This is an optimization exercise on Yosys and OpenROAD, whose aim is small area, not a production implementation.
Only simulation tests tie the RTL to the original design; equivalence was not proved.
Power figures rest on the tool's default switching activity, not on a simulated workload. The flow treats the clock pin as an ideal source, which a real chip does not have.

==> flow/design.v <==
package weight_row_packer_pkg;
    localparam int DATA_W_DEF     = 128;
    localparam int ARRAY_N_DEF    = 32;
    localparam int WT_W_DEF       = 8;
    localparam int FIFO_DEPTH_DEF = 4;
    localparam int ROW_W_DEF      = ARRAY_N_DEF * WT_W_DEF;
    localparam int WPR_DEF        = ROW_W_DEF / DATA_W_DEF;
    typedef enum logic [1:0] {
        ST_IDLE    = 2'd0,
        ST_COLLECT = 2'd1,
        ST_DRAIN   = 2'd2
    } pk_state_e;
endpackage
module row_fifo_fwft #(
    parameter int HALF_W = 128,
    parameter int DEPTH  = 4,
    localparam int AW    = $clog2(DEPTH)
) (
    input  logic              clk,
    input  logic              wr_en,
    input  logic [AW-1:0]     wr_addr,
    input  logic [HALF_W-1:0] wr_lo,
    input  logic [HALF_W-1:0] wr_hi,
    input  logic [AW-1:0]     rd_addr,
    output logic [2*HALF_W-1:0] rd_data
);
    logic [2*HALF_W-1:0] mem [DEPTH];
    always_comb begin
        rd_data = '0;
        for (int i = 0; i < DEPTH; i++)
            rd_data = rd_data | (mem[i] & {2*HALF_W{rd_addr == AW'(i)}});
    end
    always_ff @(posedge clk) begin
        if (wr_en) mem[wr_addr] <= {wr_hi, wr_lo};
    end
endmodule
module weight_row_packer #(
    parameter  int DATA_W     = weight_row_packer_pkg::DATA_W_DEF,
    parameter  int ARRAY_N    = weight_row_packer_pkg::ARRAY_N_DEF,
    parameter  int WT_W       = weight_row_packer_pkg::WT_W_DEF,
    parameter  int FIFO_DEPTH = weight_row_packer_pkg::FIFO_DEPTH_DEF,
    localparam int ROW_W      = ARRAY_N * WT_W,
    localparam int WPR        = ROW_W / DATA_W,
    localparam int RC_W       = $clog2(ARRAY_N + 1)
) (
    input  logic              clk,
    input  logic              rst_n,
    input  logic              start,
    input  logic [RC_W-1:0]   tile_rows,
    input  logic              in_valid,
    input  logic [DATA_W-1:0] in_data,
    output logic              row_valid,
    output logic [ROW_W-1:0]  row_data,
    output logic [RC_W-1:0]   row_idx,
    input  logic              row_ready,
    output logic              busy,
    output logic              tile_done,
    output logic              err_overflow,
    output logic              err_stray
);
    localparam int AW = $clog2(FIFO_DEPTH);
    logic              st_collect, st_drain;
    logic [RC_W-1:0]   rows_left, pop_cnt, tgt_clamped;
    logic [AW:0]       wr_ptr;
    logic              beat_cnt;
    logic [DATA_W-1:0] asm_lo;
    logic              fifo_full, fifo_empty, row_done, push, pop;
    assign tgt_clamped = (tile_rows > RC_W'(ARRAY_N)) ? RC_W'(ARRAY_N) : tile_rows;
    assign fifo_empty  = (wr_ptr == pop_cnt[AW:0]);
    assign fifo_full   = (wr_ptr[AW] != pop_cnt[AW]) && (wr_ptr[AW-1:0] == pop_cnt[AW-1:0]);
    assign row_valid   = !fifo_empty;
    assign pop         = row_valid && row_ready;
    assign row_done    = st_collect && in_valid && beat_cnt;
    assign push        = row_done && (!fifo_full || pop);
    assign busy        = st_collect || st_drain;
    assign row_idx     = pop_cnt;
    always_ff @(posedge clk) begin
        if (!beat_cnt) asm_lo <= in_data;
    end
    always_ff @(posedge clk) begin
        if (!busy && start)   rows_left <= tgt_clamped;
        else if (row_done)    rows_left <= rows_left - RC_W'(1);
    end
    always_ff @(posedge clk or negedge rst_n) begin
        if (!rst_n) begin
            st_collect   <= 1'b0;
            st_drain     <= 1'b0;
            pop_cnt      <= '0;
            wr_ptr       <= '0;
            beat_cnt     <= 1'b0;
            err_overflow <= 1'b0;
            err_stray    <= 1'b0;
            tile_done    <= 1'b0;
        end else begin
            tile_done <= st_drain && fifo_empty;
            if (pop)  pop_cnt <= pop_cnt + RC_W'(1);
            if (push) wr_ptr  <= wr_ptr + 1'b1;
            if (!busy) begin
                if (start) begin
                    pop_cnt      <= '0;
                    wr_ptr       <= '0;
                    err_overflow <= 1'b0;
                    err_stray    <= 1'b0;
                    st_collect   <= (tgt_clamped != '0);
                    st_drain     <= (tgt_clamped == '0);
                end
                if (in_valid) err_stray <= 1'b1;
            end
            if (st_collect) begin
                if (in_valid) beat_cnt <= !beat_cnt;
                if (row_done) begin
                    if (!push) err_overflow <= 1'b1;
                    if (rows_left == RC_W'(1)) begin
                        st_collect <= 1'b0;
                        st_drain   <= 1'b1;
                    end
                end
            end
            if (st_drain) begin
                if (in_valid) err_stray <= 1'b1;
                if (fifo_empty) st_drain <= 1'b0;
            end
        end
    end
    row_fifo_fwft #(
        .HALF_W (DATA_W),
        .DEPTH  (FIFO_DEPTH)
    ) u_fifo (
        .clk     (clk),
        .wr_en   (push),
        .wr_addr (wr_ptr[AW-1:0]),
        .wr_lo   (asm_lo),
        .wr_hi   (in_data),
        .rd_addr (pop_cnt[AW-1:0]),
        .rd_data (row_data)
    );
endmodule
clock: 6.0 ns
lec_check: 0
cap_margin: 20
core_margin: 2
core_utilization: 70
place_density: 0.82
slew_margin: 20
standard.sh (not shown) runs the stock make flow with config.mk's settings and CLKGATE_MAP_FILE= SYNTH_SCRIPT=/design/flow/synth_recipe.tcl, a recipe that flattens the netlist after the stock synthesis.
==> flow/flow/run.sh <==
#!/bin/bash
# The standard ORFS layout, with two changes: ports are buffered with the smallest
# buffer, and clock tree synthesis uses small clock buffers without dummy loads.
set -euo pipefail
export BUFFER_PORTS_ARGS="-buffer_cell sky130_fd_sc_hd__buf_1"
export CTS_ARGS="-sink_clustering_enable -repair_clock_nets -dont_use_dummy_load -buf_list {sky130_fd_sc_hd__clkbuf_4 sky130_fd_sc_hd__clkbuf_8} -sink_clustering_size 21 -sink_clustering_max_diameter 80"
bash standard.sh > flow_standard.log 2>&1
The starting point completed with no timing, DRC or antenna violations.
Next try:
--- a/flow/flow/run.sh
+++ b/flow/flow/run.sh
@@ -6 +6 @@
-export CTS_ARGS="-sink_clustering_enable -repair_clock_nets -dont_use_dummy_load -buf_list {sky130_fd_sc_hd__clkbuf_4 sky130_fd_sc_hd__clkbuf_8} -sink_clustering_size 21 -sink_clustering_max_diameter 80"
+export CTS_ARGS="-sink_clustering_enable -repair_clock_nets -dont_use_dummy_load -buf_list {sky130_fd_sc_hd__clkbuf_4 sky130_fd_sc_hd__clkbuf_8} -sink_clustering_size 20 -sink_clustering_max_diameter 40"
CORE_UTILIZATION = 60   (was 70)
PLACE_DENSITY = 0.72   (was 0.82)
Outcome: Sequential power is about the same; design area rose by 2.1%; via count fell by about 2%; maximum frequency rose by 2.2%; routed wire length rose by about 0.7%; worst hold slack loses 0.036 ns; die area rose by about 16%; final cell count rose by 5.1%; utilization fell by 9.7 points; power rose by about 5%.
Next try:
--- a/flow/flow/run.sh
+++ b/flow/flow/run.sh
@@ -6 +6 @@
-export CTS_ARGS="-sink_clustering_enable -repair_clock_nets -dont_use_dummy_load -buf_list {sky130_fd_sc_hd__clkbuf_4 sky130_fd_sc_hd__clkbuf_8} -sink_clustering_size 20 -sink_clustering_max_diameter 40"
+export CTS_ARGS="-sink_clustering_enable -repair_clock_nets -dont_use_dummy_load -buf_list sky130_fd_sc_hd__clkbuf_16 -sink_clustering_size 30 -sink_clustering_max_diameter 80"
CAP_MARGIN = 10   (was 20)
CORE_UTILIZATION = 75   (was 60)
PLACE_DENSITY = 0.85   (was 0.72)
SLEW_MARGIN = 10   (was 20)
Effect: Register-to-register slack is worse by 0.15 ns. Sequential power hardly moves. Routed wire length climbs slightly. Worst setup slack is better by 0.033 ns. Global-route usage climbs by 6.2 points.
Next try:
--- a/flow/flow/run.sh
+++ b/flow/flow/run.sh
@@ -6 +6 @@
-export CTS_ARGS="-sink_clustering_enable -repair_clock_nets -dont_use_dummy_load -buf_list sky130_fd_sc_hd__clkbuf_16 -sink_clustering_size 30 -sink_clustering_max_diameter 80"
+export CTS_ARGS="-sink_clustering_enable -repair_clock_nets -dont_use_dummy_load -buf_list {sky130_fd_sc_hd__clkbuf_4 sky130_fd_sc_hd__clkbuf_8} -sink_clustering_size 18 -sink_clustering_max_diameter 80"
CORE_UTILIZATION = 82   (was 75)
PLACE_DENSITY = 0.9   (was 0.85)
Outcome:
- The new run produced a clean layout
- synthesized cell count does not change
- die area fell by 8.4%
- synthesized area is unchanged
- wire length is higher by 7.3%
- power barely changes
- non-clock buffer count came out lower by 9
- maximum frequency went down by 2.5%
- final cell count stays flat
- global-route usage rises by 5.8 points
- via count is higher by 4.2%

[separate check: timing with driven ports]
How much do the figures lean on ideal ports? The routed layouts below were timed once more, with nothing changed but the port constraints. Step 1: set_driving_cell puts a clkbuf_16 on clk and a buf_2 on each other input, an assumption about the parent block. Step 2 times the ports against the registers' clock, not the clock port: input delays grow and output delays shrink by t, the midpoint of the rising clock arrivals with the driver on. Three values: ideal, step 1, step 2; two values: the first two.
| run | shift t [ns] | setup WS [ns] | worst hold slack (ns) | worst setup path at the end | latest minus earliest clock arrival (ns) |
|---|---|---|---|---|---|
| the first run | 0.764 | 1.371 / 1.311 / 2.075 | 0.491 / 0.491 / 0.491 | register to output | 0.024 / 0.025 |
| the second run | 0.756 | 1.470 / 1.409 / 2.029 | 0.455 / 0.455 / 0.455 | input to register | 0.100 / 0.100 |
| the third run | 0.650 | 1.503 / 1.444 / 1.951 | 0.502 / 0.502 / 0.502 | input to register | 0.083 / 0.083 |
| the fourth run | 0.717 | 1.390 / 1.334 / 1.995 | 0.491 / 0.491 / 0.491 | input to register | 0.081 / 0.080 |
After both steps setup and hold are still met in every run listed.
